Background: an optimization exercise with open tools, aiming at small area, a short achievable clock period and few clock cycles per item. Do not read the settings as production practice.
In this exercise RTL edits were held to simulation tests only and were not proved equivalent to the original.
No activity file was given, so power comes from the tool's default toggle rates.

--- flow/design.v ---
`timescale 1ns/1ps
`default_nettype none
module booth_pp_gen
(
  input  wire                clk,
  input  wire                rst_n,
  input  wire                issue_valid,    
  input  wire [31:0] x,          
  input  wire [31:0] y,          
  output logic               pp_valid,
  output logic [16:0][63:0] pp_table
);
  logic [34:0] xa;     
  logic [16:0] neg;    
  logic [16:0] one;    
  logic [16:0] two;    
  always_comb
  begin
    xa = {2'b00, x, 1'b0};
    for (int k = 0; k < 17; k++)
    begin
      case (xa[2*k+2 -: 3])
        3'b000,
        3'b111:  {neg[k], two[k], one[k]} = 3'b0_0_0;   
        3'b001,
        3'b010:  {neg[k], two[k], one[k]} = 3'b0_0_1;   
        3'b011:  {neg[k], two[k], one[k]} = 3'b0_1_0;   
        3'b100:  {neg[k], two[k], one[k]} = 3'b1_1_0;   
        3'b101,
        3'b110:  {neg[k], two[k], one[k]} = 3'b1_0_1;   
        default: {neg[k], two[k], one[k]} = 3'b0_0_0;
      endcase
    end
  end
  logic [32:0]        mag;     
  logic [32:0]        pp;      
  logic [67:0]        wide;    
  logic [16:0][63:0] pp_d;
  always_comb
  begin
    pp_d = '0;
    for (int k = 0; k < 17; k++)
    begin
      case ({two[k], one[k]})
        2'b10:   mag = {y, 1'b0};
        2'b01:   mag = {1'b0, y};
        default: mag = '0;
      endcase
      pp = neg[k] ? ~mag : mag;
      wide = '0;
      wide[2*k +: 33] = pp;           
      if (k == 0)
      begin
        wide[33 +: 3] = {~neg[0], neg[0], neg[0]};
      end
      else
      begin
        wide[2*k+33] = ~neg[k];       
        wide[2*k+34] = 1'b1;          
        wide[2*k-2]  = neg[k-1];      
      end
      pp_d[k] = wide[63:0];           
    end
  end
  always_ff @(posedge clk or negedge rst_n)
  begin
    if (!rst_n)
      pp_valid <= 1'b0;
    else
      pp_valid <= issue_valid;
  end
  always_ff @(posedge clk)
  begin
    if (issue_valid)
      pp_table <= pp_d;
  end
endmodule
`default_nettype wire
`timescale 1ns/1ps
`default_nettype none
module csa_tree
(
  input  wire                clk,
  input  wire                rst_n,
  input  wire                pp_valid,
  input  wire [16:0][63:0] pp_table,    
  output logic               prod_valid,
  output logic [63:0]  prod
);
  function automatic logic [127:0] csa32
  (
    input logic [63:0] a,
    input logic [63:0] b,
    input logic [63:0] c
  );
    logic [63:0] s;
    logic [63:0] cy;
    s  = a ^ b ^ c;
    cy = ((a & b) | (a & c) | (b & c)) << 1;    
    csa32 = {s, cy};
  endfunction
  function automatic logic [127:0] csa42
  (
    input logic [63:0] a,
    input logic [63:0] b,
    input logic [63:0] c,
    input logic [63:0] d
  );
    logic [127:0] lo;
    logic [127:0] hi;
    lo = csa32(b, c, d);
    hi = csa32(a, lo[127:64], lo[63:0]);    
    csa42 = hi;
  endfunction
  logic [3:0][127:0] lvl1;    
  logic [1:0][127:0] lvl2;    
  always_comb
  begin
    for (int i = 0; i < 4; i++)
    begin
      lvl1[i] = csa42(pp_table[4*i], pp_table[4*i+1],
                      pp_table[4*i+2], pp_table[4*i+3]);
    end
    for (int i = 0; i < 2; i++)
    begin
      lvl2[i] = csa42(lvl1[2*i][127:64], lvl1[2*i][63:0],
                      lvl1[2*i+1][127:64], lvl1[2*i+1][63:0]);
    end
  end
  logic [4:0][63:0] s2_row;
  logic             s2_valid;
  always_ff @(posedge clk or negedge rst_n)
  begin
    if (!rst_n)
      s2_valid <= 1'b0;
    else
      s2_valid <= pp_valid;
  end
  always_ff @(posedge clk)
  begin
    if (pp_valid)
    begin
      s2_row[0] <= lvl2[0][127:64];
      s2_row[1] <= lvl2[0][63:0];
      s2_row[2] <= lvl2[1][127:64];
      s2_row[3] <= lvl2[1][63:0];
      s2_row[4] <= pp_table[16];    
    end
  end
  logic [127:0] lvl3;
  logic [127:0] lvl4;
  logic [63:0]  sum_d;
  always_comb
  begin
    lvl3  = csa42(s2_row[0], s2_row[1], s2_row[2], s2_row[3]);
    lvl4  = csa32(lvl3[127:64], lvl3[63:0], s2_row[4]);    
    sum_d = lvl4[127:64] + lvl4[63:0];                     
  end
  always_ff @(posedge clk or negedge rst_n)
  begin
    if (!rst_n)
      prod_valid <= 1'b0;
    else
      prod_valid <= s2_valid;
  end
  always_ff @(posedge clk)
  begin
    if (s2_valid)
      prod <= sum_d;
  end
endmodule
`default_nettype wire
`timescale 1ns/1ps
`default_nettype none
module mul_ctrl
(
  input  wire                          clk,
  input  wire                          rst_n,
  input  wire [5-1:0]    awaddr,
  input  wire                          awvalid,
  output logic                         awready,
  input  wire [31:0]                   wdata,
  input  wire                          wvalid,
  output logic                         wready,
  output logic                         bvalid,
  output logic [1:0]           bresp,
  input  wire                          bready,
  input  wire [5-1:0]    araddr,
  input  wire                          arvalid,
  output logic                         arready,
  output logic                         rvalid,
  output logic [31:0]                  rdata,
  output logic [1:0]           rresp,
  input  wire                          rready,
  output logic                         issue_valid,
  output logic [31:0]            x,
  output logic [31:0]            y,
  input  wire                          prod_valid,
  input  wire [63:0]       prod
);
  logic                       aw_w_rdy;    
  logic                       wr_en;       
  logic                       wr_hit;      
  logic                       ar_rdy;
  logic                       rd_en;
  logic [31:0]                rd_word;
  logic [1:0]         rd_resp;
  logic [3-1:0] inflight;    
  logic                       busy;
  logic                       done;        
  logic [63:0]          prod_q;      
  logic [31:0]                count;
  assign awready = aw_w_rdy;
  assign wready  = aw_w_rdy;
  assign wr_en   = aw_w_rdy & awvalid & wvalid;
  always_comb
  begin
    case (awaddr)
      5'h00,
      5'h04,
      5'h08,
      5'h0C,
      5'h10,
      5'h14: wr_hit = 1'b1;    
      default:        wr_hit = 1'b0;
    endcase
  end
  always_ff @(posedge clk or negedge rst_n)
  begin
    if (!rst_n)
    begin
      aw_w_rdy    <= 1'b0;
      bvalid      <= 1'b0;
      bresp       <= 2'b00;
      issue_valid <= 1'b0;
      x           <= '0;
      y           <= '0;
    end
    else
    begin
      aw_w_rdy    <= ~aw_w_rdy & awvalid & wvalid & ~bvalid;
      issue_valid <= wr_en & (awaddr == 5'h08) & wdata[0];
      if (wr_en)
      begin
        bvalid <= 1'b1;
        bresp  <= wr_hit ? 2'b00 : 2'b10;
        if (awaddr == 5'h00)
          x <= wdata;
        if (awaddr == 5'h04)
          y <= wdata;
      end
      else if (bvalid && bready)
        bvalid <= 1'b0;
    end
  end
  assign arready = ar_rdy;
  assign rd_en   = ar_rdy & arvalid;
  always_comb
  begin
    rd_word = '0;
    rd_resp = 2'b00;
    case (araddr)
      5'h00:       rd_word = x;
      5'h04:       rd_word = y;
      5'h08:    rd_word = {30'd0, done, busy};
      5'h0C: rd_word = prod_q[31:0];
      5'h10: rd_word = prod_q[63:32];
      5'h14:   rd_word = count;
      default:          rd_resp = 2'b10;    
    endcase
  end
  always_ff @(posedge clk or negedge rst_n)
  begin
    if (!rst_n)
    begin
      ar_rdy <= 1'b0;
      rvalid <= 1'b0;
      rdata  <= '0;
      rresp  <= 2'b00;
    end
    else
    begin
      ar_rdy <= ~ar_rdy & arvalid & ~rvalid;
      if (rd_en)
      begin
        rvalid <= 1'b1;
        rdata  <= rd_word;    
        rresp  <= rd_resp;
      end
      else if (rvalid && rready)
        rvalid <= 1'b0;
    end
  end
  assign busy = issue_valid | (|inflight);
  always_ff @(posedge clk or negedge rst_n)
  begin
    if (!rst_n)
    begin
      inflight <= '0;
      done     <= 1'b0;
      prod_q   <= '0;
      count    <= '0;
    end
    else
    begin
      inflight <= {inflight[3-2:0], issue_valid};
      if (rd_en && araddr == 5'h08)
        done <= 1'b0;                    
      if (prod_valid)
      begin
        prod_q <= prod;                  
        count  <= count + 32'd1;
        done   <= 1'b1;                  
      end
    end
  end
endmodule
`default_nettype wire
`timescale 1ns/1ps
`default_nettype none
module mul_top
(
  input  wire                          clk,
  input  wire                          rst_n,
  input  wire [5-1:0]    awaddr,
  input  wire                          awvalid,
  output logic                         awready,
  input  wire [31:0]                   wdata,
  input  wire                          wvalid,
  output logic                         wready,
  output logic                         bvalid,
  output logic [1:0]           bresp,
  input  wire                          bready,
  input  wire [5-1:0]    araddr,
  input  wire                          arvalid,
  output logic                         arready,
  output logic                         rvalid,
  output logic [31:0]                  rdata,
  output logic [1:0]           rresp,
  input  wire                          rready
);
  logic               issue_valid;
  logic [31:0]  x;
  logic [31:0]  y;
  logic               pp_valid;      
  logic [16:0][63:0] pp_table;
  logic               prod_valid;    
  logic [63:0]  prod;
  mul_ctrl i_ctrl
  (
    .clk         (clk),
    .rst_n       (rst_n),
    .awaddr      (awaddr),
    .awvalid     (awvalid),
    .awready     (awready),
    .wdata       (wdata),
    .wvalid      (wvalid),
    .wready      (wready),
    .bvalid      (bvalid),
    .bresp       (bresp),
    .bready      (bready),
    .araddr      (araddr),
    .arvalid     (arvalid),
    .arready     (arready),
    .rvalid      (rvalid),
    .rdata       (rdata),
    .rresp       (rresp),
    .rready      (rready),
    .issue_valid (issue_valid),
    .x           (x),
    .y           (y),
    .prod_valid  (prod_valid),
    .prod        (prod)
  );
  booth_pp_gen i_booth
  (
    .clk         (clk),
    .rst_n       (rst_n),
    .issue_valid (issue_valid),
    .x           (x),
    .y           (y),
    .pp_valid    (pp_valid),
    .pp_table    (pp_table)
  );
  csa_tree i_tree
  (
    .clk         (clk),
    .rst_n       (rst_n),
    .pp_valid    (pp_valid),
    .pp_table    (pp_table),
    .prod_valid  (prod_valid),
    .prod        (prod)
  );
endmodule
`default_nettype wire
--- flow/run.sh ---
#!/bin/bash
# synth_recipe.tcl (not shown) runs the flow's synth.tcl, then flattens the netlist and writes it again
# the make line also repeats each setting of config.mk as NAME=value (left out here)
make -C /OpenROAD-flow-scripts/flow DESIGN_CONFIG=/design/flow/config.mk WORK_HOME=/design/flow/orfs CLKGATE_MAP_FILE= SYNTH_SCRIPT=/design/flow/synth_recipe.tcl finish
--- flow/config.mk ---
export PLATFORM = sky130hd
export DESIGN_NAME = mul_top
export DESIGN_NICKNAME = mul_top
export VERILOG_FILES = /design/flow/design.v
export SDC_FILE = /design/flow/constraint.sdc
export NUM_CORES = 4
export LEC_CHECK = 0
export CAP_MARGIN = 20
export CORE_MARGIN = 2
export CORE_UTILIZATION = 40
export SLEW_MARGIN = 20
--- flow/constraint.sdc ---
create_clock -name core_clock -period 5.0 [get_ports {clk}]
set_input_delay 1.0000 -clock core_clock [delete_from_list [all_inputs] [get_ports {clk}]]
set_output_delay 1.0000 -clock core_clock [all_outputs]
set_load 0.01 [all_outputs]
==> out/metrics.yaml <==
critical_path:
  arrival_ns: 5.21
  critPathLaunchType: "flip-flop"
  crit_slowest_cell: "fa_1"
  slowest_delay_ns: 0.53
  critical-path-top-delay-family: "adder cells"
  path_cells: "inv_1 > fa_1 > inv_1 > fa_1 > inv_1 > fa_1 > inv_1 > ha_1 > and3_1 > and3_1 > and3_1 > a22oi_1 > nand2_1 > o31ai_2 > o21ai_2 > a21boi_0 > xnor2_1"
  crit_path_max_fanout: 7
  crit_top_cell: "inv_1"
  end_kind: "flip-flop"
  cp_data_required_time_ns: 5.50
  crit_type: "reg -> reg"
  crit_buf_inv: 4
yosys:
  synth_area_per_cell_um2: 11.9
  synth-edff-count: 880
  ys_ff_latch: 1083
  synth_fa_ha_area_share_pct: 19.9
  syn-cell-area_um2: 66200
  synthDistinctLibCells: 74
  yosysTopAreaCellShare_pct: 39.9
  synth_compound_area_share_pct: 9.65
  netlist_instances: 5580
  yosysTopAreaCell: "edfxtp_1"
  yosysSeqAreaShare_pct: 47.6
  synth_mux_area_share_pct: 2.27
  synth_async_sr_flop_share_pct: 18.7
  synth-simple-area-share_pct: 5.40
  yosys_warnings: 3
  synthTopCellsByArea: "edfxtp_1, fa_1, dfrtp_1"
  synth_top_family_by_area: "adder cells"
  synth_ff_type: "edfxtp_1"
  yosys.area_share.xor_xnor_pct: 7.79
clocking:
  cts.clk_slew.worst_paths_ns: 0.06
  cts_post_setup_buffers_inserted: 0
  cts_hold_buf: 0
  cts_root_buffer: "clkbuf_16"
  htreeDepth: 3
  clock_sink_count: 1083
  insertion_delay_ns: 0.77
  cts-resized-gates: 0
  cts_tree: "done"
  cts_inserted_buffers: 119
  cts_max_path_buffers: 3
status:
  outcome: "complete, no violations"
sta:
  timing.final.hold_violations: 0
  worst_slew_pin_slew_ns: 1.21
  layout_min_cycle_time_ns: 4.72
  max_freq_ghz: 0.212
  finClkSkew_ns: 0.0518
  max-slew-margin-rel_pct: 19.2
  tns_ns: 0
  fin_crit_sh_pct: 94.3
  slew_viol_final: 0
  rsz0062_at_grt: "false"
  finalSetupViolations: 0
  setup_slack_ns: 0.284
pwr:
  peakVddDrop_uv: 309
  p_total_mw: 21.3
  p_leak_nw: 28.3
  powerDensity_nw_per_um2: 292
global_routing:
  grt-busiest-layer: "met2"
  grt_pass1_wl_um: 292000
  grt_max_degree: 171
  use_met3_pct: 4.47
  met2_usage_pct: 36.8
  grt-ovfl-total: 0
  grt_use_met1_pct: 32.7
  grt_pass1_vias: 43500
  grt_use_total_pct: 23.3
  antenna_found_initial: 6
run:
  drv_cap: 0
layout:
  final_area_um2: 73000
  area_growth_pct: 10.3
  drive_gt1_share_pct: 8.17
  final_cell_mix: "inv_1, edfxtp_1, xnor2_1, nor2_1, a22oi_1"
  nNetsFinal: 6273
die:
  fp-row-count: 149
  fp.dieArea_um2: 169000
  io_pins: 90
  core-area_um2: 165000
  fp.dieW_um: 411
  initial_core_util_pct: 40.2
  die_y_um: 411
drt:
  drtIter0Drc: 4758
  vias: 42700
  viasPerCell: 5.51
  drtPass1Iterations: 6
  routedWlPerCell_um: 25.4
  wirelength_um: 197000
  antenna_left: 0
  route.detailed.drc: 0
placed_design:
  hpwl_um: 126000
  gp_congestion: 0.894
  portBuffers: 87
  placed_cell_area_um2: 69100
  dp_slack_ns: 0.126
min_path:
  hp-class: "in -> async"
routing by layer:
layer / up-vias / routed length [um] / part of all wire (%)
met1: 21900 / 83500 / 42
met4: 2 / 5220 / 2.6
met5: - / 19 / 0.0096
met3: 307 / 17900 / 9.1
li1: 18400 / - / -
met2: 2098 / 90400 / 46
flip-flops by register name, summed over array words and instances (netlist names):
name	count
i_ctrl.bvalid	1
i_ctrl.ar_rdy	1
i_ctrl.done	1
i_tree.prod	64
i_ctrl.prod_q	64
i_ctrl.bresp	1
i_booth.pp_table	592
i_ctrl.y	32
i_ctrl.rvalid	1
i_ctrl.count	32
i_ctrl.issue_valid	1
i_ctrl.rdata	32
i_ctrl.x	32
i_tree.s2_row	224
i_ctrl.inflight	3
i_ctrl.rresp	1
i_ctrl.aw_w_rdy	1
power by group:
group	switching, mW	internal [mW]	total (mW)	leakage (nW)
logic	1.80	0.647	2.45	15.9
registers	0.0916	9.88	9.97	10.5
clock network	3.85	5.06	8.91	1.91
total	5.75	15.6	21.3	28.3
area by class of cell:
type                            count  area [um^2]
Antenna cell                        2         5.00
Multi-Input combinational cell   3199        30000
Sequential cell                  1083        31500
Inverter                          880         3300
Tap cell                         2189         2740
Timing Repair Buffer              170         1570
Clock buffer                      168         3330
Fill cell                       14900        91600
Clock inverter                     59          577
synthesized netlist by cell type (5+ instances only):
| cell | n |
|---|---|
| a21o_1 | 34 |
| a21oi_1 | 81 |
| a221o_1 | 19 |
| a221oi_1 | 5 |
| a22o_1 | 98 |
| a22oi_1 | 483 |
| a31o_2 | 5 |
| a31oi_1 | 8 |
| and2_1 | 35 |
| and3_1 | 15 |
| and4_1 | 9 |
| buf_1 | 31 |
| clkbuf_1 | 380 |
| dfrtp_1 | 203 |
| edfxtp_1 | 880 |
| fa_1 | 470 |
| ha_1 | 301 |
| inv_1 | 880 |
| mux2_2 | 113 |
| mux2i_1 | 23 |
| nand2_1 | 144 |
| nand2b_1 | 25 |
| nand3_1 | 30 |
| nand4_1 | 17 |
| nor2_1 | 511 |
| nor2b_1 | 7 |
| nor3_1 | 13 |
| o21ai_0 | 84 |
| o21bai_1 | 12 |
| o31ai_1 | 5 |
| xnor2_1 | 538 |
| xor2_1 | 51 |
path summary, 6_finish.rpt:
kind                                      endpoint                   start  slack (ns)  cells after the start
worst max register to register     i_tree.prod[58]      i_tree.s2_row[104]        0.28                     17
worst min-delay path              i_ctrl.prod_q[6]                   rst_n        0.10                      1
worst min register to register  i_tree.s2_row[298]  i_booth.pp_table[1066]        0.41                      0
worst max-delay path               i_tree.prod[58]      i_tree.s2_row[104]        0.28                     17
min in group core_clock         i_tree.s2_row[298]  i_booth.pp_table[1066]        0.41                      0
max in group asynchronous             i_ctrl.y[31]                   rst_n        3.72                      2
worst register-to-register path: cells and delay by family (launching register included):
| family | cells | cell delay (ns) |
|---|---|---|
| and+or+nand+nor | 4 | 0.86 |
| xor gates and xnor gates | 1 | 0.09 |
| DFF | 1 | 0.31 |
| adders and majority gates | 4 | 1.86 |
| AOI/OAI and AO/OA | 4 | 1.16 |
| buffers and inverters | 4 | 0.19 |
per-stage QoR:
stage	hold slack [ns]	std cells	utilization, %
finish	0.102	7750	44.4
floorplan	0.400	5581	-
detailed placement	0.405	7521	42.0
global route	0.0954	7748	44.4
CTS	0.0605	7748	44.3
global placement	0.401	7520	42.0
kinds of logic after synthesis:
| family | Yosys count |
|---|---|
| mux | 136 |
| compound gates | 871 |
| flops | 1083 |
| fa+ha+maj | 771 |
| simple gates | 830 |
| other cells | 1 |
| buf+inv | 1299 |
| xor+xnor | 589 |
Testbench counts, summed over its fixed seeds: cycles 67,200, ops 3,200.

[afterwards: timing with drivers on the ports]
No port has a modelled driver above. Below, the same layout with a new extraction and two added sets of constraints.
Step 1, drivers: a clkbuf_16 drives clk and a buf_2 each remaining input, both assumed.
Step 2 also shifts input and output timing later by t, the mid clock arrival at the registers, as if the neighbouring blocks saw the same clock.
Slacks: ideal / step 1 / step 2; pairs: ideal / step 1.
t, ns: 0.823
setup WS [ns]: 0.284 / 0.284 / 0.284
hold slack, ns: 0.102 / 0.074 / 0.415
After both steps setup and hold are still met in this run. The setup slack of this run moves by 0.000 ns with the drivers and by 0.000 ns with both steps.
